What follows belongs to an exercise in optimizing a design on an open flow for small area and a short achievable clock period; a production flow would make more cautious choices.
Only simulation tests tie the RTL to the original design; equivalence was not proved.
The flow treats the clock pin as an ideal source, which a real chip does not have.
Power is estimated from default activity; no workload was simulated.

$ cat flow/run.sh
#!/bin/bash
# The standard layout, with two hooks: at the end of the floorplan step
# flow/post_floorplan.tcl sets the read mux's AOI cells to their smallest
# drive, and at the end of the CTS step flow/post_cts.tcl rebuilds the top of
# the clock tree with fewer buffer levels. make's full output goes to
# make.log in the work folder; ORFS keeps each step's log under orfs/logs/.
set -euo pipefail
work=$(pwd)
bash standard.sh POST_FLOORPLAN_TCL="$work/flow/post_floorplan.tcl" POST_CTS_TCL="$work/flow/post_cts.tcl" finish > "$work/make.log" 2>&1
$ cat flow/flatten_tree.tcl
# Rebuilds the top of the clock tree that clock_tree_synthesis made: the
# root buffer and the level below it are replaced by NQ buffers, each driven
# straight from the clock port and driving the leaf buffers of one region
# of the die. Every register still sees the same two levels. With qmaster
# and lmaster given, the region drivers and the leaf buffers are then
# rebuilt as those cells (an inverter on top and an inverting buffer at the
# leaves keep the clock's polarity), and the dummy loads CTS added to
# balance the old levels are removed.
proc replace_clock_cell { inst master } {
  set block [ord::get_db_block]
  set name [$inst getName]
  set loc [$inst getLocation]
  set in [[$inst findITerm A] getNet]
  set out [[$inst findITerm X] getNet]
  odb::dbInst_destroy $inst
  set ni [odb::dbInst_create $block $master $name]
  [$ni findITerm A] connect $in
  set o [$ni findITerm X]
  if { $o == "NULL" } { set o [$ni findITerm Y] }
  $o connect $out
  $ni setLocation [lindex $loc 0] [lindex $loc 1]
  $ni setPlacementStatus PLACED
  return $ni
}

proc flatten_clock_tree { {nq 4} {qmaster ""} {lmaster ""} } {
  set block [ord::get_db_block]
  set port [$block findBTerm clk]
  set n0 [$port getNet]

  # root buffer(s) on the port net
  set roots {}
  foreach it [$n0 getITerms] {
    if { [$it isInputSignal] } { lappend roots [$it getInst] }
  }
  if { [llength $roots] != 1 } { error "expected one root buffer, found [llength $roots]" }
  set root [lindex $roots 0]
  set n1 [[$root findITerm X] getNet]

  # mid buffers below the root, and the leaf buffers below them
  set mids {}
  foreach it [$n1 getITerms] {
    if { [$it isInputSignal] } { lappend mids [$it getInst] }
  }
  set leaves {}
  foreach m $mids {
    set mn [[$m findITerm X] getNet]
    foreach it [$mn getITerms] {
      if { [$it isInputSignal] } {
        lappend leaves $it
      }
    }
  }
  puts "flatten_clock_tree: root [$root getName], [llength $mids] mid buffers, [llength $leaves] leaf buffers"
  if { [llength $mids] < $nq } { error "fewer mid buffers than $nq" }

  # split the leaves into nq regions: first by x halves, then each by y halves
  set pts {}
  foreach it $leaves {
    set bb [[$it getInst] getBBox]
    lappend pts [list $it [expr {([$bb xMin] + [$bb xMax]) / 2}] [expr {([$bb yMin] + [$bb yMax]) / 2}]]
  }
  set groups [list $pts]
  while { [llength $groups] < $nq } {
    # split the largest group along its longer side
    set gi 0
    set best -1
    for {set i 0} {$i < [llength $groups]} {incr i} {
      if { [llength [lindex $groups $i]] > $best } { set best [llength [lindex $groups $i]]; set gi $i }
    }
    set g [lindex $groups $gi]
    set xs [lsort -integer [lmap p $g {lindex $p 1}]]
    set ys [lsort -integer [lmap p $g {lindex $p 2}]]
    set ax [expr {[lindex $xs end] - [lindex $xs 0] >= [lindex $ys end] - [lindex $ys 0] ? 1 : 2}]
    set s [lsort -integer -index $ax $g]
    set h [expr {[llength $s] / 2}]
    set groups [lreplace $groups $gi $gi [lrange $s 0 [expr {$h - 1}]] [lrange $s $h end]]
  }

  # keep nq of the mid buffers, one per group; delete the rest and the root
  set keep [lrange $mids 0 [expr {$nq - 1}]]
  set drop [lrange $mids $nq end]
  foreach it $leaves { $it disconnect }
  foreach m $mids {
    set mn [[$m findITerm X] getNet]
    [$m findITerm X] disconnect
    [$m findITerm A] disconnect
    if { $m in $drop } {
      odb::dbInst_destroy $m
      odb::dbNet_destroy $mn
    } else {
      set outnet($m) $mn
    }
  }
  [$root findITerm A] disconnect
  [$root findITerm X] disconnect
  odb::dbInst_destroy $root
  odb::dbNet_destroy $n1

  for {set i 0} {$i < $nq} {incr i} {
    set m [lindex $keep $i]
    set mn $outnet($m)
    [$m findITerm A] connect $n0
    [$m findITerm X] connect $mn
    set sx 0
    set sy 0
    set g [lindex $groups $i]
    foreach p $g {
      [lindex $p 0] connect $mn
      set sx [expr {$sx + [lindex $p 1]}]
      set sy [expr {$sy + [lindex $p 2]}]
    }
    set cx [expr {$sx / [llength $g]}]
    set cy [expr {$sy / [llength $g]}]
    $m setPlacementStatus PLACED
    $m setLocation $cx $cy
    puts "flatten_clock_tree: [$m getName] drives [llength $g] leaf buffers from ([expr {$cx / 1000.0}], [expr {$cy / 1000.0}])"
  }

  if { $qmaster eq "" } { return }
  set db [ord::get_db]
  set qm [$db findMaster $qmaster]
  set lm [$db findMaster $lmaster]
  set nleaf 0
  set ndummy 0
  foreach m $keep {
    foreach it [$outnet($m) getITerms] {
      if { ![$it isInputSignal] } { continue }
      set li [$it getInst]
      set out [$li findITerm X]
      if { $out == "NULL" } { set out [$li findITerm Y] }
      if { $out == "NULL" || [$out getNet] == "NULL" } {
        $it disconnect
        odb::dbInst_destroy $li
        incr ndummy
      } elseif { [[$li getMaster] getName] eq "sky130_fd_sc_hd__clkbuf_16" } {
        replace_clock_cell $li $lm
        incr nleaf
      } else {
        error "flatten_clock_tree: unexpected clock cell [$li getName] ([[$li getMaster] getName])"
      }
    }
    replace_clock_cell $m $qm
  }
  global_connect
  puts "flatten_clock_tree: $nq region drivers as $qmaster, $nleaf leaf buffers as $lmaster, $ndummy dummy loads removed"
}
$ cat flow/post_cts.tcl
# Runs at the end of ORFS's CTS step (POST_CTS_TCL): replaces the top two
# levels of the clock tree by four buffers driven from the clock port (see
# flatten_tree.tcl), legalizes them and repairs timing for the new tree.
source [file join [file dirname [info script]] flatten_tree.tcl]
flatten_clock_tree 4
estimate_parasitics -placement
set result [catch { detailed_placement } msg]
if { $result != 0 } { error "Detailed placement failed after flattening the clock tree: $msg" }
estimate_parasitics -placement
report_clock_latency
repair_timing_helper
set result [catch { detailed_placement } msg]
if { $result != 0 } { error "Detailed placement failed after repair: $msg" }
check_placement -verbose
estimate_parasitics -placement
report_clock_latency
report_worst_slack
$ cat flow/post_floorplan.tcl
# Runs at the end of ORFS's floorplan step (POST_FLOORPLAN_TCL): synthesis
# maps the read mux's two-pair AOI cells at drive 2; set them to drive 1
# (same cell, same pins, smaller). Timing repair later in the flow sizes up
# the ones that need it.
set db [ord::get_db]
set small [$db findMaster sky130_fd_sc_hd__a22oi_1]
set n 0
foreach inst [[ord::get_db_block] getInsts] {
  if { [[$inst getMaster] getName] eq "sky130_fd_sc_hd__a22oi_2" } {
    if { ![$inst swapMaster $small] } { error "could not resize [$inst getName]" }
    incr n
  }
}
puts "post_floorplan: $n a22oi_2 cells set to a22oi_1"
$ cat standard.sh
#!/bin/bash
# synth_recipe.tcl (not shown) runs the flow's synth.tcl, then flattens the netlist and writes it again
# the make line also repeats each setting of config.mk as NAME=value (left out here)
make -C /OpenROAD-flow-scripts/flow DESIGN_CONFIG=/design/flow/config.mk WORK_HOME=/design/flow/orfs CLKGATE_MAP_FILE= SYNTH_SCRIPT=/design/flow/synth_recipe.tcl "${@:-finish}"
$ cat config.mk
export PLATFORM = sky130hd
export DESIGN_NAME = param_dual_port_ram
export DESIGN_NICKNAME = param_dual_port_ram
export VERILOG_FILES = /design/flow/design.v
export SDC_FILE = /design/flow/constraint.sdc
export NUM_CORES = 4
export LEC_CHECK = 0
export CAP_MARGIN = 20
export CORE_MARGIN = 2
export CORE_UTILIZATION = 45
export CTS_CLUSTER_DIAMETER = 100
export CTS_CLUSTER_SIZE = 26
export SETUP_SLACK_MARGIN = 2.0
export SLEW_MARGIN = 20
export SYNTH_HIERARCHICAL = 1
export SYNTH_MINIMUM_KEEP_SIZE = 0
$ cat constraint.sdc
create_clock -name core_clock -period 4.0 [get_ports {clk}]
set_input_delay 0.8000 -clock core_clock [delete_from_list [all_inputs] [get_ports {clk}]]
set_output_delay 0.8000 -clock core_clock [all_outputs]
set_load 0.01 [all_outputs]
$ cat design.v
module param_dual_port_ram #(
  parameter int DATA_WIDTH = 8,
  parameter int ADDR_WIDTH = 8,
  parameter int RDW_MODE   = 0,
  parameter int OUT_REG    = 0
) (
  input  logic                  clk,
  input  logic                  rst,
  input  logic                  wr,
  input  logic [ADDR_WIDTH-1:0] wr_addr,
  input  logic [DATA_WIDTH-1:0] d_in,
  input  logic                  rd,
  input  logic [ADDR_WIDTH-1:0] rd_addr,
  output logic [DATA_WIDTH-1:0] d_out,
  output logic                  rd_valid,
  output logic                  busy
);
  localparam int DEPTH = 1 << ADDR_WIDTH;
  localparam int W = DATA_WIDTH;
  localparam int LB = 4;             
  localparam int NC = 1 << LB;       
  logic [W-1:0]          mem [DEPTH];
  logic                  busy_q;
  logic [ADDR_WIDTH-1:0] wa_q;
  logic [W-1:0]          wd_q;
  logic                  wv_q;
  logic [W-1:0]          cand_n [NC];     
  logic [LB-1:0]         ra_lo;
  logic                  hit;
  logic [W-1:0]          byp;
  logic [W-1:0]          r2;
  logic                  v1, v2;
  always_ff @(posedge clk)
    if (rst) begin
      busy_q <= 1'b1;
      wa_q   <= '0;
      wd_q   <= '0;
      wv_q   <= 1'b1;
    end else if (busy_q) begin
      busy_q <= ~&wa_q;
      wa_q   <= wa_q + 1'b1;
      wd_q   <= '0;
      wv_q   <= 1'b1;
    end else begin
      wa_q   <= wr_addr;
      wd_q   <= d_in;
      wv_q   <= wr;
    end
  always_ff @(posedge clk)
    if (wv_q) mem[wa_q] <= wd_q;
  localparam int NG = DEPTH / NC;
  logic [NG-1:0] gsel;
  logic [W-1:0]  cand_nd [NC];
  always_comb
    for (int g = 0; g < NG; g++) gsel[g] = rd_addr[ADDR_WIDTH-1:LB] == (ADDR_WIDTH-LB)'(g);
  for (genvar k = 0; k < NC; k++) begin : g_cand
    for (genvar b = 0; b < W; b++) begin : g_bit
      logic [NG/2-1:0] n1;
      logic [NG/8-1:0] n2;
      for (genvar p = 0; p < NG / 2; p++) begin : g_p
        param_dual_port_ram_aoi22 u_aoi (
          .a(gsel[2*p]), .b(mem[(2*p)*NC + k][b]),
          .c(gsel[2*p+1]), .d(mem[(2*p+1)*NC + k][b]), .y(n1[p]));
      end
      for (genvar q = 0; q < NG / 8; q++) begin : g_q
        param_dual_port_ram_nand4 u_nand (.a(n1[4*q +: 4]), .y(n2[q]));
      end
      param_dual_port_ram_nor2 u_nor (.a(n2), .y(cand_nd[k][b]));
    end
  end
  always_ff @(posedge clk) begin
    for (int k = 0; k < NC; k++) cand_n[k] <= cand_nd[k];
    ra_lo <= rd_addr[LB-1:0];
    hit   <= wv_q && wa_q == rd_addr;
    byp   <= wd_q;
  end
  always_ff @(posedge clk)
    if (rst) begin
      v1 <= 1'b0;
      v2 <= 1'b0;
      r2 <= '0;
    end else begin
      v1 <= rd & ~busy_q;
      v2 <= v1;
      if (v1) r2 <= hit ? byp : ~cand_n[ra_lo];
    end
  assign busy     = busy_q;
  assign d_out    = r2;
  assign rd_valid = v2;
endmodule
module param_dual_port_ram_aoi22 (
  input  logic a, b, c, d,
  output logic y
);
  assign y = ~(a & b | c & d);
endmodule
module param_dual_port_ram_nand4 (
  input  logic [3:0] a,
  output logic       y
);
  assign y = ~&a;
endmodule
module param_dual_port_ram_nor2 (
  input  logic [1:0] a,
  output logic       y
);
  assign y = ~|a;
endmodule
==> impl_results.rst, run 1 <==
.. list-table::
   :header-rows: 1

   * - Metric
     - Value
   * - Result of the run
     - no timing/DRC/antenna violations
   * - Rows
     - 157
   * - Least setup slack across all paths after layout
     - 1.67 ns
   * - Peak supply drop
     - 0.532 mV
   * - Number of flops mapped to enable cells by yosys
     - 2,048
   * - Post-Place Setup Slack
     - 0.641 ns
   * - Die boundary width
     - 434 um
   * - Synth cell types
     - 55
   * - Die area
     - 188,000 sq um
   * - FMAX
     - 0.429 GHz
   * - DR vias
     - 45,217
   * - Half-perimeter wire length after placement
     - 130,000 um
   * - Port Buf Inserts
     - 37
   * - Area share of the largest cell type after synthesis
     - 73.9%
   * - Classification of the worst-slack hold path
     - reg -> reg
   * - Fraction of power consumed by the clock network
     - 29.5%
   * - Area of the core
     - 183,000 sq um
   * - Worst Setup Start Kind
     - flop
   * - Starting density of the core
     - 45.4%
   * - Top cells by area in the synthesized netlist
     - sky130_fd_sc_hd__edfxtp_1 74%, sky130_fd_sc_hd__a22oi_2 15%, sky130_fd_sc_hd__dfxtp_1 4.1%, sky130_fd_sc_hd__nand4_1 1.9%, sky130_fd_sc_hd__nor2_1 1.9%
   * - Switching power of the nets
     - 7.83 mW
   * - Netlist area before placement
     - 83,200 sq um
   * - Flop pwr share
     - 66.9%
   * - Clock Sinks
     - 2,217
   * - Final layout net count
     - 4,820
   * - Average size of a mapped cell
     - 19.5 sq um
   * - Critical path type
     - reg -> reg
   * - Syn nets
     - 4,302
   * - Final hold vios
     - 0
   * - Arrival time at the worst endpoint
     - 2.90 ns
   * - Initial antenna violation count
     - 7
   * - Fraction of final layout cells sized beyond drive strength 1
     - 18.8%
   * - PwrDens
     - 410 nW/um^2
   * - Yosys reg bits
     - 2,217
   * - Final-report max-slew violation count
     - 0
   * - Wire length of the first global-routing pass
     - 326,000 um
   * - Cell type contributing the most total cell area after synthesis
     - sky130_fd_sc_hd__edfxtp_1
   * - Global placer's final weighted congestion
     - 0.913
   * - Post-route cell area
     - 91,900 sq um
   * - Overall routing resource usage
     - 24.1%
   * - Residual overflow from global routing
     - 0
   * - Total internal power
     - 29.9 mW
   * - Flip-flop cell with the highest count after synthesis
     - sky130_fd_sc_hd__edfxtp_1
   * - Count leader, synth
     - sky130_fd_sc_hd__edfxtp_1
   * - Via count of the first global-routing pass
     - 43,345
   * - Proportion of synthesized chip area in sequential cells
     - 78.0%
   * - Commonest cells post-synth
     - 2,048 x sky130_fd_sc_hd__edfxtp_1, 1,024 x sky130_fd_sc_hd__a22oi_2, 415 x sky130_fd_sc_hd__nor2_1
   * - Fillcell total
     - 14,718
   * - Final cycle utilization of the critical path
     - 58.3%
   * - Leakage power of the design
     - 30.0 nW
   * - Switching share of power
     - 20.8%
   * - Maximum fanout encountered on the critical timing path
     - 5
   * - Setup-violating endpoint count in the final report
     - 0
   * - Final critical delay including setup and external delays
     - 2.33 ns
   * - RSZ-0062 raised after global routing
     - yes
   * - Async SR Flop Fraction
     - 0%
   * - First DRT Iteration DRCs
     - 6,501
   * - Transition at the pin with the smallest max-transition slack
     - 1.13 ns
   * - Max-slew headroom at the worst pin
     - 24.9%
   * - Post-route clock skew
     - 0.0333 ns
   * - Endpoint class of the critical path
     - flop
   * - DR WL/cell
     - 32.2 um
   * - Core occupancy in the finished layout
     - 50.2%
   * - Combinational group share of total power
     - 3.6%
   * - Via count normalized by instance count
     - 6.17
   * - Y dimension of the die
     - 434 um
   * - First drt pass iteration count
     - 6
   * - Worst endpoint required time
     - 4.57 ns
   * - Clock tree from TritonCTS
     - yes
   * - Clock Latency Late Sink
     - 0.62 ns
   * - Clk pin slew, worst setup/hold paths
     - 0.11 ns
   * - Routed Antenna Nets
     - 0
   * - Total routed wirelength
     - 236,000 um
   * - Cell area reported after detailed placement
     - 84,000 sq um
   * - DRC violations left
     - 0
   * - Max-cap violations
     - 0
   * - Area overhead of the layout relative to synthesis
     - 10.5%
   * - Yosys warnings
     - 10
   * - Pin count of the biggest net entering global routing
     - 146
   * - Cells after synthesis
     - 4,270
   * - Number of placed I/O pins
     - 38
[per-module statistics from Yosys (local to each module, per instance)]
| module | flops+latches | area, sq um | cells inside |
|---|---|---|---|
| param_dual_port_ram_nand4 | 0 | 6.26 | 1 |
| param_dual_port_ram_nor2 | 0 | 3.75 | 1 |
| param_dual_port_ram | 2217 | 68300 | 2862 |
| param_dual_port_ram_aoi22 | 0 | 12.5 | 1 |
[placed cells by master (no fill, tap or decap), types with 11 or more instances in the layout]
cell type / netlist / routed
sky130_fd_sc_hd__nand3_4: 0 / 16
sky130_fd_sc_hd__a31oi_1: 18 / 11
sky130_fd_sc_hd__nand2_1: 35 / 19
sky130_fd_sc_hd__bufbuf_16: 0 / 11
sky130_fd_sc_hd__buf_12: 0 / 104
sky130_fd_sc_hd__o22ai_1: 15 / 11
sky130_fd_sc_hd__clkbuf_16: 0 / 98
sky130_fd_sc_hd__nand4_1: 259 / 259
sky130_fd_sc_hd__a22oi_1: 1 / 1004
sky130_fd_sc_hd__a22oi_2: 1024 / 21
sky130_fd_sc_hd__nand3_1: 27 / 11
sky130_fd_sc_hd__edfxtp_1: 2048 / 2048
sky130_fd_sc_hd__nor2_1: 415 / 239
sky130_fd_sc_hd__buf_4: 4 / 279
sky130_fd_sc_hd__nor2_2: 0 / 20
sky130_fd_sc_hd__clkbuf_1: 48 / 67
sky130_fd_sc_hd__dfxtp_1: 169 / 139
sky130_fd_sc_hd__dfxtp_4: 0 / 21
sky130_fd_sc_hd__xor2_1: 12 / 12
sky130_fd_sc_hd__buf_6: 3 / 36
sky130_fd_sc_hd__nor2_4: 0 / 156
sky130_fd_sc_hd__buf_16: 0 / 25
sky130_fd_sc_hd__mux2i_1: 27 / 18
sky130_fd_sc_hd__clkdlybuf4s50_1: 0 / 23
[layout make-up, clock buffers not listed]
cell class / count / area [sq um] / share of cell area (%)
clock inverters: 11 / 113 / 0.122
diodes: 2 / 5.00 / 0.00544
flip-flops and latches: 2217 / 65000 / 70.7
repair buffers: 499 / 6220 / 6.76
inverters: 4 / 15.0 / 0.0163
multi-input cells: 1976 / 15000 / 16.3
well taps: 2464 / 3080 / 3.35
[metrics by stage]
step	power (mW)	instances	TNS, ns	hold WS, ns
after global placement	26.7	6955	0	0.508
after detailed placement	26.7	6955	0	0.519
final	37.7	7331	0	0.518
after global routing	38.5	7329	0	0.558
after floorplan	26.3	4270	-362.54	0.494
[path summary, 6_finish.rpt]
kind         startpoint  endpoint  slack, ns  cells after the start
max reg2reg    ra_lo[0]     r2[4]       1.67                      8
max            ra_lo[0]     r2[4]       1.67                      8
min              byp[5]     r2[5]       0.52                      2
min reg2reg      byp[5]     r2[5]       0.52                      2
[power groups by stage]
stage	clock network, mW	logic [mW]	registers, mW
2_1_floorplan	0	0.720	25.6
3_3_place_gp	0	1.01	25.7
6_report	11.1	1.36	25.2
5_1_grt	11.9	1.40	25.2
3_5_place_dp	0	1.01	25.7
[registers in the layout, indices dropped and copies added, names as in the netlist]
register and count:
wv_q 1, cand_n 128, mem 2048, wd_q 8
r2 8, v2 1, busy_q 1, ra_lo 4
byp 8, hit 1, v1 1, wa_q 8
[critical path, stage by stage (launching register included)]
cell and delay, ns:
sky130_fd_sc_hd__dfxtp_4 0.44, sky130_fd_sc_hd__buf_12 0.16, sky130_fd_sc_hd__buf_4 0.12, sky130_fd_sc_hd__mux2_4 0.34, sky130_fd_sc_hd__a221oi_4 0.43, sky130_fd_sc_hd__a31oi_1 0.12
sky130_fd_sc_hd__nor4_2 0.34, sky130_fd_sc_hd__buf_4 0.22, sky130_fd_sc_hd__o21a_1 0.10
[kinds of logic after synthesis]
kind of cell             Yosys count  share of synthesized area, %
flip-flops                      2217                          78.0
AO/OA/AOI/OAI                   1112                          16.2
XOR/XNOR                          14                         0.147
multiplexers                      36                         0.465
buffers and inverters             77                         0.412
adder cells (fa/ha/maj)            4                        0.0602
AND/OR/NAND/NOR                  810                          4.74
[per-layer routing]
| metal | GRT usage [%] | wire, um |
|---|---|---|
| met1 | 33.9 | 93300 |
| met2 | 38.4 | 111000 |
| met3 | 3.85 | 21500 |
| met4 | 8.43 | 9770 |
| met5 | 0 | 37 |
==> run 2: changes to the inputs <==
--- a/design.v
+++ b/design.v
@@ -27,3 +27,3 @@
   logic [W-1:0]          cand_n [NC];     
-  logic [LB-1:0]         ra_lo;
+  logic [NC-1:0]         rl_n;             
   logic                  hit;
@@ -70,6 +70,20 @@
   end
+  logic hit_d;
+  always_comb hit_d = wv_q && wa_q == rd_addr;
+  logic [W-1:0] rsel;
+  for (genvar b = 0; b < W; b++) begin : g_sel
+    logic [NC-1:0]   t;
+    logic [NC/4-1:0] u;
+    for (genvar k = 0; k < NC; k++) begin : g_t
+      param_dual_port_ram_nor2 u_t (.a({rl_n[k], cand_n[k][b]}), .y(t[k]));
+    end
+    for (genvar q = 0; q < NC / 4; q++) begin : g_u
+      param_dual_port_ram_nor4 u_u (.a(t[4*q +: 4]), .y(u[q]));
+    end
+    param_dual_port_ram_nand4 u_s (.a(u), .y(rsel[b]));
+  end
   always_ff @(posedge clk) begin
     for (int k = 0; k < NC; k++) cand_n[k] <= cand_nd[k];
-    ra_lo <= rd_addr[LB-1:0];
-    hit   <= wv_q && wa_q == rd_addr;
+    for (int k = 0; k < NC; k++) rl_n[k] <= hit_d || rd_addr[LB-1:0] != LB'(k);
+    hit   <= hit_d;
     byp   <= wd_q;
@@ -84,3 +98,3 @@
       v2 <= v1;
-      if (v1) r2 <= hit ? byp : ~cand_n[ra_lo];
+      if (v1) r2 <= rsel | (byp & {W{hit}});
     end
@@ -108 +122,7 @@
 endmodule
+module param_dual_port_ram_nor4 (
+  input  logic [3:0] a,
+  output logic       y
+);
+  assign y = ~|a;
+endmodule
==> run 2 against run 1 <==
Still clean. First-iteration DRC count decreased by 11%. Combinational power decreased by 22%. Die area about the same. Area after synthesis about the same. Clock power about the same. Critical path depth decreased by 3. Clock skew decreased by 0.0021 ns. Cell count decreased by 0.89%. Routed wire length decreased by 6.3%. Sequential power about the same. Sequential cell count increased by 12. Sequential share of layout area increased by 1.7 points. Largest cell class unchanged.
==> impl_results.rst, run 2 <==
.. list-table::
   :header-rows: 1

   * - Metric
     - Value
   * - Via count of the first global-routing pass
     - 42,611 (was 43,345)
   * - Core occupancy in the finished layout
     - 49.1% (was 50.2%)
   * - Pin count of the biggest net entering global routing
     - 100 (was 146)
   * - Leading cell types in the layout, fill and taps excluded
     - 2,048 x sky130_fd_sc_hd__edfxtp_1, 1,017 x sky130_fd_sc_hd__a22oi_1, 350 x sky130_fd_sc_hd__nor2_1 (was 2,048 x sky130_fd_sc_hd__edfxtp_1, 1,004 x sky130_fd_sc_hd__a22oi_1, 279 x sky130_fd_sc_hd__buf_4)
   * - Initial antenna violation count
     - 5 (was 7)
   * - Crit Reg-Reg Endpoint
     - r2[6] (was r2[4])
   * - Sink of the worst hold path
     - r2[5] (unchanged)
   * - Peak supply drop
     - 0.515 mV (was 0.532 mV)
   * - DRC violations left
     - 0 (unchanged)
   * - Overall routing resource usage
     - 23.2% (was 24.1%)
   * - Setup slack of the worst register-to-register path
     - 1.97 ns (was 1.67 ns)
   * - Kind of cell with the highest combined delay on the critical path
     - simple AND/OR/NAND/NOR gates (was compound AO/OA/AOI/OAI gates)
   * - Y dimension of the die
     - 434 um (about the same)
   * - Final cycle utilization of the critical path
     - 50.8% (was 58.3%)
   * - Via count normalized by instance count
     - 6.07 (was 6.17)
   * - Die boundary width
     - 434 um (about the same)
   * - Final-report max-slew violation count
     - 0 (unchanged)
   * - Cell type contributing the most total cell area after synthesis
     - sky130_fd_sc_hd__edfxtp_1 (unchanged)
   * - Starting density of the core
     - 45.4% (about the same)
   * - Setup total negative slack
     - 0 ns (unchanged)
   * - Top cells by area in the synthesized netlist
     - sky130_fd_sc_hd__edfxtp_1 74%, sky130_fd_sc_hd__a22oi_2 15%, sky130_fd_sc_hd__dfxtp_1 4.4%, sky130_fd_sc_hd__nor2_1 2.4%, sky130_fd_sc_hd__nand4_1 2.1% (was sky130_fd_sc_hd__edfxtp_1 74%, sky130_fd_sc_hd__a22oi_2 15%, sky130_fd_sc_hd__dfxtp_1 4.1%, sky130_fd_sc_hd__nand4_1 1.9%, sky130_fd_sc_hd__nor2_1 1.9%)
   * - Average size of a mapped cell
     - 19.4 sq um (was 19.5 sq um)
   * - Final layout net count
     - 4,752 (was 4,820)
   * - Area of the multi-input gates
     - 14,700 sq um (was 15,000 sq um)
   * - FF+latch area
     - 65,200 sq um (was 65,000 sq um)
   * - Commonest cells post-synth
     - 2,048 x sky130_fd_sc_hd__edfxtp_1, 1,024 x sky130_fd_sc_hd__a22oi_2, 538 x sky130_fd_sc_hd__nor2_1 (was 2,048 x sky130_fd_sc_hd__edfxtp_1, 1,024 x sky130_fd_sc_hd__a22oi_2, 415 x sky130_fd_sc_hd__nor2_1)
   * - Final hold vios
     - 0 (unchanged)
   * - Half-perimeter wire length after placement
     - 128,000 um (was 130,000 um)
   * - Transition at the pin with the smallest max-transition slack
     - 1.03 ns (was 1.13 ns)
   * - Routed Antenna Nets
     - 0 (unchanged)
   * - Clock Latency Late Sink
     - 0.63 ns (was 0.62 ns)
   * - Setup-violating endpoint count in the final report
     - 0 (unchanged)
   * - Arrival time at the worst endpoint
     - 2.50 ns (was 2.90 ns)
   * - Number of placed I/O pins
     - 38 (unchanged)
   * - Number of buffer and inverter stages on the critical path
     - 0 (was 3)
   * - Max FFs per register
     - 2,048 (unchanged)
   * - Logic depth of the worst register-to-register path
     - 5 (was 8)
   * - Largest reg by FF count
     - mem (unchanged)
   * - Worst endpoint required time
     - 4.47 ns (was 4.57 ns)
   * - Syn nets
     - 4,333 (was 4,302)
   * - First DRT Iteration DRCs
     - 5,794 (was 6,501)
   * - Number of flops mapped to enable cells by yosys
     - 2,048 (unchanged)
   * - Wire length of the first global-routing pass
     - 315,000 um (was 326,000 um)
   * - Total routed wirelength
     - 221,000 um (was 236,000 um)
   * - Flop pwr share
     - 67.4% (was 66.9%)
   * - Yosys warnings
     - 10 (unchanged)
   * - Clock tree from TritonCTS
     - yes (unchanged)
   * - Result of the run
     - no timing/DRC/antenna violations (unchanged)
   * - Residual overflow from global routing
     - 0 (unchanged)
   * - Clock Sinks
     - 2,229 (was 2,217)
   * - CP peak stage delay
     - 0.56 ns (was 0.44 ns)
   * - Area of the core
     - 183,000 sq um (about the same)
   * - Maximum fanout encountered on the critical timing path
     - 1 (was 5)
   * - Switching share of power
     - 20.4% (was 20.8%)
   * - Proportion of synthesized chip area in sequential cells
     - 78.2% (was 78.0%)
   * - Classification of the worst-slack hold path
     - reg -> reg (unchanged)
   * - Worst hold path stage count
     - 2 (unchanged)
   * - Endpoint class of the critical path
     - flop (unchanged)
   * - Max-slew headroom at the worst pin
     - 31.1% (was 24.9%)
   * - Registers with the most flip-flops
     - mem (2048), cand_n (128), rl_n (16) (was mem (2048), cand_n (128))
   * - Fraction of power consumed by the clock network
     - 29.8% (was 29.5%)
   * - Critical path type
     - reg -> reg (unchanged)
   * - Yosys reg bits
     - 2,229 (was 2,217)
   * - Synth cell types
     - 36 (was 55)
   * - Switching power of the nets
     - 7.64 mW (was 7.83 mW)
   * - First drt pass iteration count
     - 6 (unchanged)
   * - Cells after synthesis
     - 4,301 (was 4,270)
   * - Flip-flop cell with the highest count after synthesis
     - sky130_fd_sc_hd__edfxtp_1 (unchanged)
   * - Area share of the largest cell type after synthesis
     - 73.9% (about the same)
   * - Fraction of final layout cells sized beyond drive strength 1
     - 16.3% (was 18.8%)
   * - RSZ-0062 raised after global routing
     - yes (unchanged)
   * - Worst Hold Launch
     - r2[5] (was byp[5])
   * - FMAX
     - 0.493 GHz (was 0.429 GHz)
   * - Area overhead of the layout relative to synthesis
     - 8.30% (was 10.5%)
   * - Worst Setup Start Kind
     - flop (unchanged)
   * - PwrDens
     - 416 nW/um^2 (was 410 nW/um^2)
   * - Clk pin slew, worst setup/hold paths
     - 0.11 ns (about the same)
   * - DR WL/cell
     - 30.4 um (was 32.2 um)
   * - Global placer's final weighted congestion
     - 0.920 (was 0.913)
   * - DR vias
     - 44,101 (was 45,217)
   * - Total internal power
     - 29.9 mW (about the same)
   * - Rows
     - 157 (unchanged)
   * - Port Buf Inserts
     - 37 (unchanged)
   * - Cell with the biggest individual delay on the critical path
     - sky130_fd_sc_hd__nor4_4 (was sky130_fd_sc_hd__dfxtp_4)
   * - Critical Path, Cell by Cell
     - nor2_1 > nor4_4 > nand4_1 > a21oi_2 > a211oi_1 (was buf_12 > buf_4 > mux2_4 > a221oi_4 > a31oi_1 > nor4_2 > buf_4 > o21a_1)
   * - Commonest non-fill, non-tap cell in the layout
     - sky130_fd_sc_hd__edfxtp_1 (unchanged)
   * - Die area
     - 188,000 sq um (about the same)
   * - Combinational group share of total power
     - 2.8% (was 3.6%)
   * - Fillcell total
     - 15,095 (was 14,718)
   * - Final critical delay including setup and external delays
     - 2.03 ns (was 2.33 ns)
   * - Post-route clock skew
     - 0.0312 ns (was 0.0333 ns)
   * - Count leader, synth
     - sky130_fd_sc_hd__edfxtp_1 (unchanged)
   * - Max-cap violations
     - 0 (unchanged)
   * - Netlist area before placement
     - 83,200 sq um (about the same)
   * - Leakage power of the design
     - 29.2 nW (was 30.0 nW)
   * - Async SR Flop Fraction
     - 0% (unchanged)
   * - Launch point of the worst reg-to-reg path
     - cand_n[7][6] (was ra_lo[0])
==> run 2: cell types whose count changed after synthesis, sizes merged, moves of 12 or more <==
cell   before  now
nor4        9   34
dfxtp     169  181
nor2      415  538
nand2      36   22
o22ai      15    0
nand4     259  275
a31oi      18    0
mux2i      27    2
==> run 2: worst max-delay path by stage <==
stage,from,endpoint,slack (ns),cells after the start
floorplan,rd_addr[5],cand_n[0][1],-2.86,5
global route,wa_q[1],mem[73][4],1.91,5
detailed placement,rd_addr[6],cand_n[7][4],0.66,8
finish,cand_n[7][6],r2[6],1.97,5
global placement,rd_addr[6],cand_n[7][6],0.65,9
==> run 2: worst register-to-register path, delay by kind of cell, from the launching register on <==
| kind | cells | cell delay [ns] |
|---|---|---|
| AOI/OAI and AO/OA | 2 | 0.44 |
| DFF | 1 | 0.47 |
| and+or+nand+nor | 3 | 0.98 |
==> run 2: metal layers <==
layer,track usage (%),routed length [um],vias to the layer above
li1,-,-,18722
met1,33.3,92400,23167
met2,36.5,103000,1880
met3,3.25,16900,330
met4,7.84,8470,2
met5,0,13,-
==> run 2: cell type report, clock buffers not listed <==
class / instances / share of cell area, %
Clock inverter: 8 / 0.130
Tap cell: 2464 / 3.42
Sequential cell: 2229 / 72.3
Timing Repair Buffer: 384 / 5.01
Inverter: 4 / 0.0167
Antenna cell: 2 / 0.00555
Multi-Input combinational cell: 2011 / 16.3
==> run 2: metrics by stage <==
stage / cells / hold WS (ns) / area [sq um] / setup WS [ns] / power [mW]
global route: 7264 / 0.527 / 90100 / 1.91 / 38.5
detailed placement: 7005 / 0.489 / 84100 / 0.656 / 26.7
global placement: 7005 / 0.481 / 84100 / 0.650 / 26.7
finish: 7266 / 0.505 / 90100 / 1.97 / 37.5
floorplan: 4301 / 0.501 / 83400 / -2.86 / 26.4
==> run 2: logic make-up after synthesis <==
family	Yosys count	synth area share, %
flip-flops	2229	78.2
AND/OR/NAND/NOR	944	5.63
multiplexers	2	0.0241
XOR/XNOR	14	0.147
AO/OA/AOI/OAI	1047	15.6
adder cells (fa/ha/maj)	4	0.0601
buffers and inverters	61	0.308
==> run 2: Yosys stat by module (local to each module, per instance) <==
module	cells inside	flops+latches	copies in the design
param_dual_port_ram	2725	2229	1
param_dual_port_ram_aoi22	1	0	1024
param_dual_port_ram_nand4	1	0	264
param_dual_port_ram_nor2	1	0	256
param_dual_port_ram_nor4	1	0	32
==> run 2: power by group through the flow <==
stage                     clock network [mW]  logic [mW]  registers [mW]
after floorplan                            0       0.649            25.7
after global placement                     0       0.882            25.8
after detailed placement                   0       0.886            25.8
after global routing                    12.1        1.10            25.3
final                                   11.2        1.06            25.3
==> run 3: changes to the inputs <==
--- a/design.v
+++ b/design.v
@@ -23,5 +23,7 @@
   logic                  busy_q;
-  logic [ADDR_WIDTH-1:0] wa_q;
-  logic [W-1:0]          wd_q;
-  logic                  wv_q;
+  localparam int HB = ADDR_WIDTH - LB;   
+  localparam int NGW = 1 << HB;
+  logic [NGW-1:0]        wh_q;             
+  logic [NC-1:0]         wl_q;             
+  logic [W-1:0]          wd_q;             
   logic [W-1:0]          cand_n [NC];     
@@ -35,17 +37,18 @@
       busy_q <= 1'b1;
-      wa_q   <= '0;
+      wh_q   <= NGW'(1);
+      wl_q   <= NC'(1);
       wd_q   <= '0;
-      wv_q   <= 1'b1;
     end else if (busy_q) begin
-      busy_q <= ~&wa_q;
-      wa_q   <= wa_q + 1'b1;
+      busy_q <= ~(wh_q[NGW-1] & wl_q[NC-1]);
+      wl_q   <= {wl_q[NC-2:0], wl_q[NC-1]};
+      if (wl_q[NC-1]) wh_q <= {wh_q[NGW-2:0], wh_q[NGW-1]};
       wd_q   <= '0;
-      wv_q   <= 1'b1;
     end else begin
-      wa_q   <= wr_addr;
+      for (int g = 0; g < NGW; g++) wh_q[g] <= wr && wr_addr[ADDR_WIDTH-1:LB] == HB'(g);
+      for (int k = 0; k < NC; k++) wl_q[k] <= wr_addr[LB-1:0] == LB'(k);
       wd_q   <= d_in;
-      wv_q   <= wr;
     end
   always_ff @(posedge clk)
-    if (wv_q) mem[wa_q] <= wd_q;
+    for (int i = 0; i < DEPTH; i++)
+      if (wh_q[i / NC] && wl_q[i % NC]) mem[i] <= wd_q;
   localparam int NG = DEPTH / NC;
@@ -71,3 +74,3 @@
   logic hit_d;
-  always_comb hit_d = wv_q && wa_q == rd_addr;
+  always_comb hit_d = wh_q[rd_addr[ADDR_WIDTH-1:LB]] && wl_q[rd_addr[LB-1:0]];
   logic [W-1:0] rsel;
==> run 3 against run 2 <==
Still clean on timing, DRC and antenna. Hold slack worse by 0.0017 ns. First-iteration DRC count is 11% lower. Sequential power about the same. Core utilization decreased by 2.1 points. Largest cell class unchanged. Largest power group unchanged.
==> impl_results.rst, run 3 <==
.. list-table::
   :header-rows: 1

   * - Metric
     - Value
   * - Max-cap violations
     - 0 (unchanged)
   * - Total routed wirelength
     - 215,000 um (was 221,000 um)
   * - Met3 wirelength from detailed routing
     - 14,700 um (was 16,900 um)
   * - Commonest non-fill, non-tap cell in the layout
     - sky130_fd_sc_hd__edfxtp_1 (unchanged)
   * - Worst endpoint required time
     - 4.47 ns (about the same)
   * - Cell count after placement
     - 6,947 (was 7,005)
   * - Worst Setup Start Kind
     - flop (unchanged)
   * - First drt pass iteration count
     - 6 (unchanged)
   * - Y dimension of the die
     - 438 um (was 434 um)
   * - DR WL/cell
     - 29.9 um (was 30.4 um)
   * - Setup total negative slack
     - 0 ns (unchanged)
   * - PwrDens
     - 434 nW/um^2 (was 416 nW/um^2)
   * - Average size of a mapped cell
     - 19.5 sq um (was 19.4 sq um)
   * - Yosys warnings
     - 12 (was 10)
   * - Count of non-filler cells in the finished layout
     - 7,167 (was 7,266)
   * - Max-slew headroom at the worst pin
     - 33.8% (was 31.1%)
   * - Initial antenna violation count
     - 15 (was 5)
   * - Syn nets
     - 4,381 (was 4,333)
   * - Clock Sinks
     - 2,252 (was 2,229)
   * - Met2 wire length
     - 106,000 um (was 103,000 um)
   * - CP peak stage delay
     - 0.50 ns (was 0.56 ns)
   * - Via count normalized by instance count
     - 6.02 (was 6.07)
   * - Wire length of the first global-routing pass
     - 305,000 um (was 315,000 um)
   * - Pin count of the biggest net entering global routing
     - 130 (was 100)
   * - Routed Antenna Nets
     - 0 (unchanged)
   * - Endpoint class of the critical path
     - flop (unchanged)
   * - Starting density of the core
     - 45.2% (was 45.4%)
   * - Final-report max-slew violation count
     - 0 (unchanged)
   * - Number of flops mapped to enable cells by yosys
     - 2,048 (unchanged)
   * - Number of placed I/O pins
     - 38 (unchanged)
   * - Setup-violating endpoint count in the final report
     - 0 (unchanged)
   * - Die area
     - 192,000 sq um (was 188,000 sq um)
   * - Via count of the first global-routing pass
     - 41,658 (was 42,611)
   * - Registers with the most flip-flops
     - mem (2048), cand_n (128) (was mem (2048), cand_n (128), rl_n (16))
   * - Core occupancy in the finished layout
     - 47.0% (was 49.1%)
   * - Overall routing resource usage
     - 21.8% (was 23.2%)
   * - Peak supply drop
     - 0.505 mV (was 0.515 mV)
   * - Leakage power of the design
     - 25.7 nW (was 29.2 nW)
   * - Cells after synthesis
     - 4,353 (was 4,301)
   * - Clock tree from TritonCTS
     - yes (unchanged)
   * - Half-perimeter wire length after placement
     - 126,000 um (was 128,000 um)
   * - Residual overflow from global routing
     - 0 (unchanged)
   * - Largest reg by FF count
     - mem (unchanged)
   * - Final critical delay including setup and external delays
     - 2.03 ns (about the same)
   * - Yosys reg bits
     - 2,252 (was 2,229)
   * - Arrival time at the worst endpoint
     - 2.50 ns (about the same)
   * - Classification of the worst-slack hold path
     - reg -> reg (unchanged)
   * - Async SR Flop Fraction
     - 0% (unchanged)
   * - Met1 WL
     - 87,800 um (was 92,400 um)
   * - Final cycle utilization of the critical path
     - 50.8% (about the same)
   * - First DRT Iteration DRCs
     - 5,177 (was 5,794)
   * - Post-Place Setup Slack
     - 0.524 ns (was 0.656 ns)
   * - Global placer's final weighted congestion
     - 0.843 (was 0.920)
   * - Leading cell types in the layout, fill and taps excluded
     - 2,048 x sky130_fd_sc_hd__edfxtp_1, 1,033 x sky130_fd_sc_hd__a22oi_1, 289 x sky130_fd_sc_hd__nor2_1 (was 2,048 x sky130_fd_sc_hd__edfxtp_1, 1,017 x sky130_fd_sc_hd__a22oi_1, 350 x sky130_fd_sc_hd__nor2_1)
   * - Worst Hold Launch
     - r2[0] (was r2[5])
   * - Fraction of final layout cells sized beyond drive strength 1
     - 9.04% (was 16.3%)
   * - Synth cell types
     - 39 (was 36)
   * - Flip-flop cell with the highest count after synthesis
     - sky130_fd_sc_hd__edfxtp_1 (unchanged)
   * - Die boundary width
     - 438 um (was 434 um)
   * - Maximum fanout encountered on the critical timing path
     - 8 (was 1)
   * - Result of the run
     - no timing/DRC/antenna violations (unchanged)
   * - Post-route clock skew
     - 0.0338 ns (was 0.0312 ns)
   * - Transition at the pin with the smallest max-transition slack
     - 0.993 ns (was 1.03 ns)
   * - Clk pin slew, worst setup/hold paths
     - 0.10 ns (was 0.11 ns)
   * - Top cells by area in the synthesized netlist
     - sky130_fd_sc_hd__edfxtp_1 73%, sky130_fd_sc_hd__a22oi_2 15%, sky130_fd_sc_hd__dfxtp_1 4.8%, sky130_fd_sc_hd__and2_1 2.0%, sky130_fd_sc_hd__nand4_1 2.0% (was sky130_fd_sc_hd__edfxtp_1 74%, sky130_fd_sc_hd__a22oi_2 15%, sky130_fd_sc_hd__dfxtp_1 4.4%, sky130_fd_sc_hd__nor2_1 2.4%, sky130_fd_sc_hd__nand4_1 2.1%)
   * - Launch point of the worst reg-to-reg path
     - rl_n[5] (was cand_n[7][6])
   * - Count leader, synth
     - sky130_fd_sc_hd__edfxtp_1 (unchanged)
   * - Final layout net count
     - 4,602 (was 4,752)
   * - Max FFs per register
     - 2,048 (unchanged)
   * - Least setup slack across all paths after layout
     - 1.97 ns (about the same)
   * - Netlist area before placement
     - 84,700 sq um (was 83,200 sq um)
   * - DR vias
     - 43,141 (was 44,101)
   * - Proportion of synthesized chip area in sequential cells
     - 77.5% (was 78.2%)
   * - Area share of the largest cell type after synthesis
     - 72.6% (was 73.9%)
   * - RSZ-0062 raised after global routing
     - yes (unchanged)
   * - Cell with the biggest individual delay on the critical path
     - sky130_fd_sc_hd__dfxtp_2 (was sky130_fd_sc_hd__nor4_4)
   * - Final hold vios
     - 0 (unchanged)
   * - Critical Path, Cell by Cell
     - nor2_1 > nor4_4 > nand4_1 > a21oi_2 > a211oi_1 (unchanged)
   * - Commonest cells post-synth
     - 2,048 x sky130_fd_sc_hd__edfxtp_1, 1,024 x sky130_fd_sc_hd__a22oi_2, 308 x sky130_fd_sc_hd__nor2_1 (was 2,048 x sky130_fd_sc_hd__edfxtp_1, 1,024 x sky130_fd_sc_hd__a22oi_2, 538 x sky130_fd_sc_hd__nor2_1)
   * - Critical path type
     - reg -> reg (unchanged)
   * - Top layer used by detailed routing
     - met4 (was met5)
   * - Area of the core
     - 187,000 sq um (was 183,000 sq um)
   * - Cell type contributing the most total cell area after synthesis
     - sky130_fd_sc_hd__edfxtp_1 (unchanged)
   * - Launching element of the worst setup path
     - rl_n[5] (was cand_n[7][6])
   * - Rows
     - 159 (was 157)
   * - Clock Latency Late Sink
     - 0.62 ns (was 0.63 ns)
   * - Area overhead of the layout relative to synthesis
     - 4.09% (was 8.30%)
   * - FMAX
     - 0.492 GHz (was 0.493 GHz)
   * - DRC violations left
     - 0 (unchanged)
   * - Port Buf Inserts
     - 37 (unchanged)
## run 3: cell count changes after synthesis, sizes merged, moves of 8 or more
cell	change
dfxtp	+23
nand4	-11
buf	-9
mux4	+8
and2	+253
nand3	-26
clkbuf	+9
a22oi	+12
nand2	-15
o2111ai	+10
a21oi	+16
nor2	-230
xor2	-11
mux2	+15
## run 3: where the power goes
part           total, mW  switching (mW)  internal, mW  leakage (nW)
Combinational       1.21           0.778         0.434          5.08
Sequential          25.6           0.163          25.4          19.3
Clock               11.5            6.87          4.64          1.32
Total               38.3            7.81          30.5          25.7
## run 3: kinds of logic (layout without fill, tap and decap cells)
kind of cell	count (synthesis)	in the layout	share of synthesized area, %
flip-flops	2252	2252	77.5
AO/OA/AOI/OAI	1092	1092	15.7
AND/OR/NAND/NOR	925	925	6.16
buffers and inverters	61	366	0.293
multiplexers	23	23	0.417
other	0	14	0
## run 3: path summary, 6_finish.rpt
check                to  slack (ns)  cells past startpoint
hold reg to reg   r2[0]        0.50                      2
setup reg to reg  r2[5]        1.97                      5
setup / recovery  r2[5]        1.97                      5
hold / removal    r2[0]        0.50                      2
## run 3: routing by layer
layer  GRT usage, %  vias up
li1               -    18556
met1           30.2    22618
met2           36.5     1710
met3           2.35      257
met4           6.55        0
met5              0        -
## run 3: critical path: cells and delay by family, from the launching register on
family / cells / cell delay [ns]
simple gates: 3 / 0.93
flops: 1 / 0.50
compound gates: 2 / 0.44
## run 3: cell type report, clock buffers not listed
| cell class | instances | area [sq um] |
|---|---|---|
| Clock inverter | 4 | 53.8 |
| Tap cell | 2495 | 3120 |
| Timing Repair Buffer | 184 | 2350 |
| Fill cell | 15676 | 99300 |
| Sequential cell | 2252 | 65700 |
| Multi-Input combinational cell | 2040 | 14100 |
| Inverter | 4 | 15.0 |
| Antenna cell | 14 | 35.0 |
## run 3: through the flow
stage / cell area, sq um / total power [mW] / hold WS [ns]
floorplan: 84800 / 26.9 / 0.501
global placement: 84600 / 27.2 / 0.481
detailed placement: 84600 / 27.2 / 0.484
global route: 88100 / 39.2 / 0.518
finish: 88100 / 38.3 / 0.504
## run 3: per-module statistics from Yosys (local to each module, per instance)
module                     cells  copies in the design
param_dual_port_ram         2777                     1
param_dual_port_ram_aoi22      1                  1024
param_dual_port_ram_nor4       1                    32
param_dual_port_ram_nor2       1                   256
param_dual_port_ram_nand4      1                   264
==> run 4: changes to the inputs <==
--- a/config.mk
+++ b/config.mk
@@ -12,3 +12,3 @@
 export CTS_CLUSTER_SIZE = 26
-export SETUP_SLACK_MARGIN = 2.0
+export SETUP_SLACK_MARGIN = 2.1
 export SLEW_MARGIN = 20
==> run 4 against run 3 <==
Routed wire length is 1.3% higher. Largest power group unchanged. Hold slack is essentially flat. Setup slack gained 0.070 ns. Clock power hardly changed. Combinational power hardly changed. Critical path type unchanged. Global-route usage is essentially flat. Critical path depth grew 1. Sequential cell count did not move. Register-to-register slack improved by 0.07 ns. Synthesized cell count stayed put.
==> impl_results.rst, run 4 <==
.. list-table::
   :header-rows: 1

   * - Metric
     - Value
   * - Starting density of the core
     - 45.2% (unchanged)
   * - Fraction of final layout cells sized beyond drive strength 1
     - 9.71% (was 9.04%)
   * - Count of non-filler cells in the finished layout
     - 7,185 (was 7,167)
   * - Peak supply drop
     - 0.506 mV (was 0.505 mV)
   * - Cells after synthesis
     - 4,353 (unchanged)
   * - Yosys warnings
     - 12 (unchanged)
   * - Post-Place Setup Slack
     - 0.524 ns (unchanged)
   * - Critical Path, Cell by Cell
     - buf_4 > nor2_1 > nor4_4 > nand4_1 > a21oi_2 > a211oi_1 (was nor2_1 > nor4_4 > nand4_1 > a21oi_2 > a211oi_1)
   * - Rows
     - 159 (unchanged)
   * - Pin count of the biggest net entering global routing
     - 130 (unchanged)
   * - Port Buf Inserts
     - 37 (unchanged)
   * - Cell count after placement
     - 6,947 (unchanged)
   * - Transition at the pin with the smallest max-transition slack
     - 0.905 ns (was 0.993 ns)
   * - Max-cap violations
     - 0 (unchanged)
   * - Area share of the largest cell type after synthesis
     - 72.6% (unchanged)
   * - Combinational group share of total power
     - 3.2% (about the same)
   * - Global placer's final weighted congestion
     - 0.843 (unchanged)
   * - Async SR Flop Fraction
     - 0% (unchanged)
   * - RSZ-0062 raised after global routing
     - yes (unchanged)
   * - Half-perimeter wire length after placement
     - 126,000 um (unchanged)
   * - Final-report max-slew violation count
     - 0 (unchanged)
   * - Syn nets
     - 4,381 (unchanged)
   * - Commonest cells post-synth
     - 2,048 x sky130_fd_sc_hd__edfxtp_1, 1,024 x sky130_fd_sc_hd__a22oi_2, 308 x sky130_fd_sc_hd__nor2_1 (unchanged)
   * - DR WL/cell
     - 30.2 um (was 29.9 um)
   * - Max-slew headroom at the worst pin
     - 39.7% (was 33.8%)
   * - Wire length of the first global-routing pass
     - 306,000 um (was 305,000 um)
   * - Total routed wirelength
     - 217,000 um (was 215,000 um)
   * - PnR Total Power
     - 38.3 mW (about the same)
   * - Commonest non-fill, non-tap cell in the layout
     - sky130_fd_sc_hd__edfxtp_1 (unchanged)
   * - Netlist area before placement
     - 84,700 sq um (unchanged)
   * - Synth cell types
     - 39 (unchanged)
   * - Overall routing resource usage
     - 21.8% (about the same)
   * - Switching share of power
     - 20.4% (about the same)
   * - Worst Setup Start Kind
     - flop (unchanged)
   * - Y dimension of the die
     - 438 um (unchanged)
   * - Clock Latency Late Sink
     - 0.62 ns (about the same)
   * - Die area
     - 192,000 sq um (unchanged)
   * - Number of flops mapped to enable cells by yosys
     - 2,048 (unchanged)
   * - Arrival time at the worst endpoint
     - 2.44 ns (was 2.50 ns)
   * - Average size of a mapped cell
     - 19.5 sq um (unchanged)
   * - Clock tree from TritonCTS
     - yes (unchanged)
   * - Leakage power of the design
     - 25.9 nW (was 25.7 nW)
   * - Largest reg by FF count
     - mem (unchanged)
   * - Post-route clock skew
     - 0.0339 ns (was 0.0338 ns)
   * - Fraction of power consumed by the clock network
     - 30.1% (about the same)
   * - Classification of the worst-slack hold path
     - reg -> reg (unchanged)
   * - Max FFs per register
     - 2,048 (unchanged)
   * - FMAX
     - 0.510 GHz (was 0.492 GHz)
   * - DRC violations left
     - 0 (unchanged)
   * - Worst endpoint required time
     - 4.47 ns (about the same)
   * - Critical path type
     - reg -> reg (unchanged)
   * - Total internal power
     - 30.5 mW (about the same)
   * - Proportion of synthesized chip area in sequential cells
     - 77.5% (unchanged)
   * - First drt pass iteration count
     - 5 (was 6)
   * - Residual overflow from global routing
     - 0 (unchanged)
   * - Final hold vios
     - 0 (unchanged)
   * - Setup-violating endpoint count in the final report
     - 0 (unchanged)
   * - Least setup slack across all paths after layout
     - 2.04 ns (was 1.97 ns)
   * - Switching power of the nets
     - 7.83 mW (was 7.81 mW)
   * - Flop pwr share
     - 66.7% (was 66.8%)
   * - Die boundary width
     - 438 um (unchanged)
   * - Result of the run
     - no timing/DRC/antenna violations (unchanged)
   * - Maximum fanout encountered on the critical timing path
     - 8 (unchanged)
   * - Routed Antenna Nets
     - 0 (unchanged)
   * - Setup slack of the worst register-to-register path
     - 2.04 ns (was 1.97 ns)
   * - PwrDens
     - 433 nW/um^2 (was 434 nW/um^2)
   * - Area of the core
     - 187,000 sq um (unchanged)
   * - Number of placed I/O pins
     - 38 (unchanged)
   * - Area overhead of the layout relative to synthesis
     - 4.60% (was 4.09%)
   * - First DRT Iteration DRCs
     - 5,390 (was 5,177)
   * - Via count normalized by instance count
     - 6.03 (was 6.02)
   * - Final cycle utilization of the critical path
     - 49.1% (was 50.8%)
   * - Count leader, synth
     - sky130_fd_sc_hd__edfxtp_1 (unchanged)
   * - Cell type contributing the most total cell area after synthesis
     - sky130_fd_sc_hd__edfxtp_1 (unchanged)
   * - Top cells by area in the synthesized netlist
     - sky130_fd_sc_hd__edfxtp_1 73%, sky130_fd_sc_hd__a22oi_2 15%, sky130_fd_sc_hd__dfxtp_1 4.8%, sky130_fd_sc_hd__and2_1 2.0%, sky130_fd_sc_hd__nand4_1 2.0% (unchanged)
   * - Registers with the most flip-flops
     - mem (2048), cand_n (128) (unchanged)
   * - Clock Sinks
     - 2,252 (unchanged)
   * - Flip-flop cell with the highest count after synthesis
     - sky130_fd_sc_hd__edfxtp_1 (unchanged)
   * - Cell with the biggest individual delay on the critical path
     - sky130_fd_sc_hd__dfxtp_4 (was sky130_fd_sc_hd__dfxtp_2)
   * - CP peak stage delay
     - 0.48 ns (was 0.50 ns)
   * - Final critical delay including setup and external delays
     - 1.96 ns (was 2.03 ns)
   * - Clk pin slew, worst setup/hold paths
     - 0.10 ns (about the same)
   * - Initial antenna violation count
     - 18 (was 15)
   * - Yosys reg bits
     - 2,252 (unchanged)
   * - Via count of the first global-routing pass
     - 41,769 (was 41,658)
   * - Leading cell types in the layout, fill and taps excluded
     - 2,048 x sky130_fd_sc_hd__edfxtp_1, 1,028 x sky130_fd_sc_hd__a22oi_1, 281 x sky130_fd_sc_hd__nor2_1 (was 2,048 x sky130_fd_sc_hd__edfxtp_1, 1,033 x sky130_fd_sc_hd__a22oi_1, 289 x sky130_fd_sc_hd__nor2_1)
   * - Final layout net count
     - 4,620 (was 4,602)
   * - DR vias
     - 43,359 (was 43,141)
   * - Endpoint class of the critical path
     - flop (unchanged)
[run 4: worst paths after layout]
kind           start    end  cells past startpoint
min            r2[5]  r2[5]                      2
max reg2reg  rl_n[7]  r2[4]                      6
min reg2reg    r2[5]  r2[5]                      2
max          rl_n[7]  r2[4]                      6
[run 4: kinds of logic (layout without fill, tap and decap cells)]
| logic type | after synthesis | in the layout | share of synthesized area [%] |
|---|---|---|---|
| AND/OR/NAND/NOR | 925 | 925 | 6.16 |
| buffers and inverters | 61 | 384 | 0.293 |
| AO/OA/AOI/OAI | 1092 | 1092 | 15.7 |
| other | 0 | 14 | 0 |
| flip-flops | 2252 | 2252 | 77.5 |
| multiplexers | 23 | 23 | 0.417 |
[run 4: per-module statistics from Yosys (local to each module, per instance)]
module                     times used  cells  cell area [sq um]
param_dual_port_ram                 1   2777              68800
param_dual_port_ram_aoi22        1024      1               12.5
param_dual_port_ram_nand4         264      1               6.26
param_dual_port_ram_nor2          256      1               3.75
param_dual_port_ram_nor4           32      1               12.5
[run 4: through the flow]
stage | hold WS (ns) | TNS (ns) | utilization (%) | area (sq um)
3_5_place_dp | 0.484 | 0 | 45.1 | 84600
5_1_grt | 0.518 | 0 | 47.2 | 88500
2_1_floorplan | 0.501 | -357.18 | - | 84800
6_report | 0.503 | 0 | 47.3 | 88600
3_3_place_gp | 0.481 | 0 | 45.1 | 84600
[run 4: critical path, delay by kind of cell (launching register included)]
kind | cells | cell delay, ns
compound gates | 2 | 0.39
buf+inv | 1 | 0.15
flops | 1 | 0.48
simple gates | 3 | 0.78
[run 4: cell type report, clock buffers not listed]
class                   instances  area, sq um
inverters                       4         15.0
diodes                         14         35.0
clock inverters                 4         53.8
well taps                    2495         3120
repair buffers                202         2650
multi-input cells            2040        14300
fillers                     15622        98800
flip-flops and latches       2252        65700
[run 4: per-layer routing]
layer | GRT usage [%] | wire (um)
met3 | 2.29 | 15300
met2 | 36.4 | 107000
met5 | 0 | 0
met4 | 6.87 | 6760
met1 | 30.3 | 88600
[run 4: power groups by stage]
stage	clock (mW)	sequential (mW)	combinational, mW
2_1_floorplan	0	26.0	0.918
3_3_place_gp	0	26.1	1.13
3_5_place_dp	0	26.1	1.14
5_1_grt	12.4	25.6	1.31
6_report	11.5	25.6	1.23
==> run 5: changes to the inputs <==
--- a/config.mk
+++ b/config.mk
@@ -9,6 +9,6 @@
 export CORE_MARGIN = 2
-export CORE_UTILIZATION = 45
+export CORE_UTILIZATION = 50
 export CTS_CLUSTER_DIAMETER = 100
 export CTS_CLUSTER_SIZE = 26
-export SETUP_SLACK_MARGIN = 2.1
+export SETUP_SLACK_MARGIN = 2.0
 export SLEW_MARGIN = 20
==> run 5 against run 4 <==
Clock power barely moved. Critical path depth is 1 lower. Design area down 0.13%. Sequential share of layout area up 0.13 points. Global-route usage is 3.1 points higher. Routed wire length up 3.1%. Synthesized cell count unchanged.
==> impl_results.rst, run 5 <==
.. list-table::
   :header-rows: 1

   * - Metric
     - Value
   * - Result of the run
     - no timing/DRC/antenna violations (unchanged)
   * - Number of placed I/O pins
     - 38 (unchanged)
   * - Area share of the largest cell type after synthesis
     - 72.6% (unchanged)
   * - Half-perimeter wire length after placement
     - 124,000 um (was 126,000 um)
   * - Leakage power of the design
     - 26.0 nW (was 25.9 nW)
   * - Arrival time at the worst endpoint
     - 2.53 ns (was 2.44 ns)
   * - Rows
     - 151 (was 159)
   * - Cell count after placement
     - 6,654 (was 6,947)
   * - First DRT Iteration DRCs
     - 5,660 (was 5,390)
   * - Worst Setup Start Kind
     - flop (unchanged)
   * - Worst Hold Launch
     - mem[25][5] (was r2[5])
   * - PwrDens
     - 431 nW/um^2 (was 433 nW/um^2)
   * - Count of non-filler cells in the finished layout
     - 6,911 (was 7,185)
   * - Least setup slack across all paths after layout
     - 1.94 ns (was 2.04 ns)
   * - Max-cap violations
     - 0 (unchanged)
   * - Cell type contributing the most total cell area after synthesis
     - sky130_fd_sc_hd__edfxtp_1 (unchanged)
   * - Number of flops mapped to enable cells by yosys
     - 2,048 (unchanged)
   * - Residual overflow from global routing
     - 0 (unchanged)
   * - Via count of the first global-routing pass
     - 41,912 (was 41,769)
   * - Setup slack of the worst register-to-register path
     - 1.94 ns (was 2.04 ns)
   * - Core occupancy in the finished layout
     - 52.4% (was 47.3%)
   * - Via count normalized by instance count
     - 6.37 (was 6.03)
   * - Final cycle utilization of the critical path
     - 51.6% (was 49.1%)
   * - Largest reg by FF count
     - mem (unchanged)
   * - Async SR Flop Fraction
     - 0% (unchanged)
   * - Proportion of synthesized chip area in sequential cells
     - 77.5% (unchanged)
   * - First drt pass iteration count
     - 6 (was 5)
   * - Pin count of the biggest net entering global routing
     - 119 (was 130)
   * - Netlist area before placement
     - 84,700 sq um (unchanged)
   * - Y dimension of the die
     - 416 um (was 438 um)
   * - Post-route clock skew
     - 0.0354 ns (was 0.0339 ns)
   * - Endpoint class of the critical path
     - flop (unchanged)
   * - Overall routing resource usage
     - 25.0% (was 21.8%)
   * - Peak supply drop
     - 0.495 mV (was 0.506 mV)
   * - Worst endpoint required time
     - 4.47 ns (about the same)
   * - Final hold vios
     - 0 (unchanged)
   * - Logic depth of the worst register-to-register path
     - 5 (was 6)
   * - Initial antenna violation count
     - 23 (was 18)
   * - Area overhead of the layout relative to synthesis
     - 4.46% (was 4.60%)
   * - Registers with the most flip-flops
     - mem (2048), cand_n (128) (unchanged)
   * - Setup-violating endpoint count in the final report
     - 0 (unchanged)
   * - Transition at the pin with the smallest max-transition slack
     - 0.973 ns (was 0.905 ns)
   * - PnR Total Power
     - 38.1 mW (was 38.3 mW)
   * - Yosys reg bits
     - 2,252 (unchanged)
   * - Launch point of the worst reg-to-reg path
     - rl_n[7] (unchanged)
   * - Leading cell types in the layout, fill and taps excluded
     - 2,048 x sky130_fd_sc_hd__edfxtp_1, 1,031 x sky130_fd_sc_hd__a22oi_1, 287 x sky130_fd_sc_hd__nor2_1 (was 2,048 x sky130_fd_sc_hd__edfxtp_1, 1,028 x sky130_fd_sc_hd__a22oi_1, 281 x sky130_fd_sc_hd__nor2_1)
   * - Critical path type
     - reg -> reg (unchanged)
   * - Final-report max-slew violation count
     - 0 (unchanged)
   * - Starting density of the core
     - 50.2% (was 45.2%)
   * - RSZ-0062 raised after global routing
     - yes (unchanged)
   * - Count leader, synth
     - sky130_fd_sc_hd__edfxtp_1 (unchanged)
   * - Clock Sinks
     - 2,252 (unchanged)
   * - Final critical delay including setup and external delays
     - 2.06 ns (was 1.96 ns)
   * - Worst hold path stage count
     - 3 (was 2)
   * - Global placer's final weighted congestion
     - 0.820 (was 0.843)
   * - Cells after synthesis
     - 4,353 (unchanged)
   * - Classification of the worst-slack hold path
     - reg -> reg (unchanged)
   * - FMAX
     - 0.485 GHz (was 0.510 GHz)
   * - DR WL/cell
     - 32.4 um (was 30.2 um)
   * - Final layout net count
     - 4,630 (was 4,620)
   * - Maximum fanout encountered on the critical timing path
     - 6 (was 8)
   * - Flip-flop cell with the highest count after synthesis
     - sky130_fd_sc_hd__edfxtp_1 (unchanged)
   * - Clock tree from TritonCTS
     - yes (unchanged)
   * - Max FFs per register
     - 2,048 (unchanged)
   * - Cell area reported after detailed placement
     - 84,100 sq um (was 84,600 sq um)
   * - Commonest cells post-synth
     - 2,048 x sky130_fd_sc_hd__edfxtp_1, 1,024 x sky130_fd_sc_hd__a22oi_2, 308 x sky130_fd_sc_hd__nor2_1 (unchanged)
   * - DRC violations left
     - 0 (unchanged)
   * - Average size of a mapped cell
     - 19.5 sq um (unchanged)
   * - Fraction of final layout cells sized beyond drive strength 1
     - 9.70% (was 9.71%)
   * - Clk pin slew, worst setup/hold paths
     - 0.11 ns (was 0.10 ns)
   * - Max-slew headroom at the worst pin
     - 35.2% (was 39.7%)
   * - Setup total negative slack
     - 0 ns (unchanged)
   * - Area of the core
     - 169,000 sq um (was 187,000 sq um)
   * - Die boundary width
     - 416 um (was 438 um)
   * - Yosys warnings
     - 12 (unchanged)
   * - DR vias
     - 44,021 (was 43,359)
   * - Wire length of the first global-routing pass
     - 312,000 um (was 306,000 um)
   * - Die area
     - 173,000 sq um (was 192,000 sq um)
   * - Syn nets
     - 4,381 (unchanged)
   * - Sink of the worst hold path
     - cand_n[9][5] (was r2[5])
   * - Port Buf Inserts
     - 37 (unchanged)
   * - Post-route cell area
     - 88,400 sq um (was 88,600 sq um)
   * - Synth cell types
     - 39 (unchanged)
   * - Min Hold Slack
     - 0.496 ns (was 0.503 ns)
   * - Clock Latency Late Sink
     - 0.62 ns (about the same)
   * - Routed Antenna Nets
     - 0 (unchanged)
   * - Crit Reg-Reg Endpoint
     - r2[6] (was r2[4])
   * - Commonest non-fill, non-tap cell in the layout
     - sky130_fd_sc_hd__edfxtp_1 (unchanged)
   * - Post-Place Setup Slack
     - 0.592 ns (was 0.524 ns)
   * - Top cells by area in the synthesized netlist
     - sky130_fd_sc_hd__edfxtp_1 73%, sky130_fd_sc_hd__a22oi_2 15%, sky130_fd_sc_hd__dfxtp_1 4.8%, sky130_fd_sc_hd__and2_1 2.0%, sky130_fd_sc_hd__nand4_1 2.0% (unchanged)
   * - Total routed wirelength
     - 224,000 um (was 217,000 um)
==> run 5: worst max-delay path by stage <==
stage	to	slack (ns)	cells past startpoint	startpoint
final	r2[6]	1.94	5	rl_n[7]
after global routing	cand_n[14][0]	1.97	9	rd_addr[5]
after detailed placement	rl_n[12]	0.59	5	rd_addr[0]
after global placement	rl_n[7]	0.66	5	rd_addr[0]
after floorplan	cand_n[0][1]	-2.82	5	rd_addr[4]
==> run 5: where the power goes <==
group          switching, mW  total, mW  internal, mW
logic                  0.829       1.30         0.474
clock network           6.85       11.2          4.40
registers              0.140       25.5          25.4
==> run 5: area by class of cell, clock buffers not listed <==
type | instances | area, sq um
diodes | 11 | 27.5
clock inverters | 4 | 48.8
fillers | 13358 | 80300
inverters | 4 | 15.0
multi-input cells | 2040 | 14200
flip-flops and latches | 2252 | 65700
well taps | 2218 | 2780
repair buffers | 213 | 3080
==> run 5: metal layers <==
layer / routed length, um / track usage [%] / share of wire [%]
met4: 6660 / 6.67 / 3.0
met2: 110000 / 41.3 / 49
met5: 48 / 0 / 0.021
met3: 16900 / 3.15 / 7.5
met1: 90300 / 35.2 / 40
==> run 5: logic make-up after synthesis <==
kind of cell	after synthesis	synth area share, %
simple gates	925	6.16
mux	23	0.417
buf+inv	61	0.293
flops	2252	77.5
compound gates	1092	15.7
==> run 5: critical path, cell delays in order (launching register included) <==
cell,delay [ns]
sky130_fd_sc_hd__dfxtp_4,0.47
sky130_fd_sc_hd__nor2_2,0.09
sky130_fd_sc_hd__nor4_4,0.57
sky130_fd_sc_hd__nand4_1,0.31
sky130_fd_sc_hd__a21oi_2,0.33
sky130_fd_sc_hd__a211oi_1,0.12
==> run 5: per-module statistics from Yosys (local to each module, per instance) <==
| module | copies in the design | cells | flops+latches | area [sq um] |
|---|---|---|---|---|
| param_dual_port_ram | 1 | 2777 | 2252 | 68800 |
| param_dual_port_ram_aoi22 | 1024 | 1 | 0 | 12.5 |
| param_dual_port_ram_nor4 | 32 | 1 | 0 | 12.5 |
| param_dual_port_ram_nand4 | 264 | 1 | 0 | 6.26 |
| param_dual_port_ram_nor2 | 256 | 1 | 0 | 3.75 |

what the ideal ports hide:
How much do the figures lean on ideal ports? The routed layouts below were timed once more, with nothing changed but the port constraints. Step 1, drivers: a clkbuf_16 drives clk and a buf_2 each remaining input, both assumed. Step 2 moves the port delays by t, midway between the first and last clock arrival at a register: inputs arrive t later, outputs are due t later. That takes back most of the time a late clock gives input paths. Three values: ideal ports, drivers, drivers and shift; two values: the first two.
| run | t, ns | setup slack, ns | worst slew at a driven data input, ns | cell pins on the clock port's net |
|---|---|---|---|---|
| run 1 | 0.783 | 1.669 / 1.669 / 1.343 | 0.04 | 4 |
| run 2 | 0.801 | 1.970 / 1.925 / 1.338 | 0.05 | 4 |
| run 3 | 0.779 | 1.968 / 1.953 / 1.318 | 0.10 | 4 |
| run 4 | 0.775 | 2.038 / 1.958 / 1.414 | 0.10 | 4 |
| run 5 | 0.788 | 1.938 / 1.937 / 1.355 | 0.07 | 4 |
After both steps setup and hold are still met in every run listed. For run 3, which loses most, drivers alone change the setup slack by -0.015 ns; drivers and shift together by -0.650 ns.
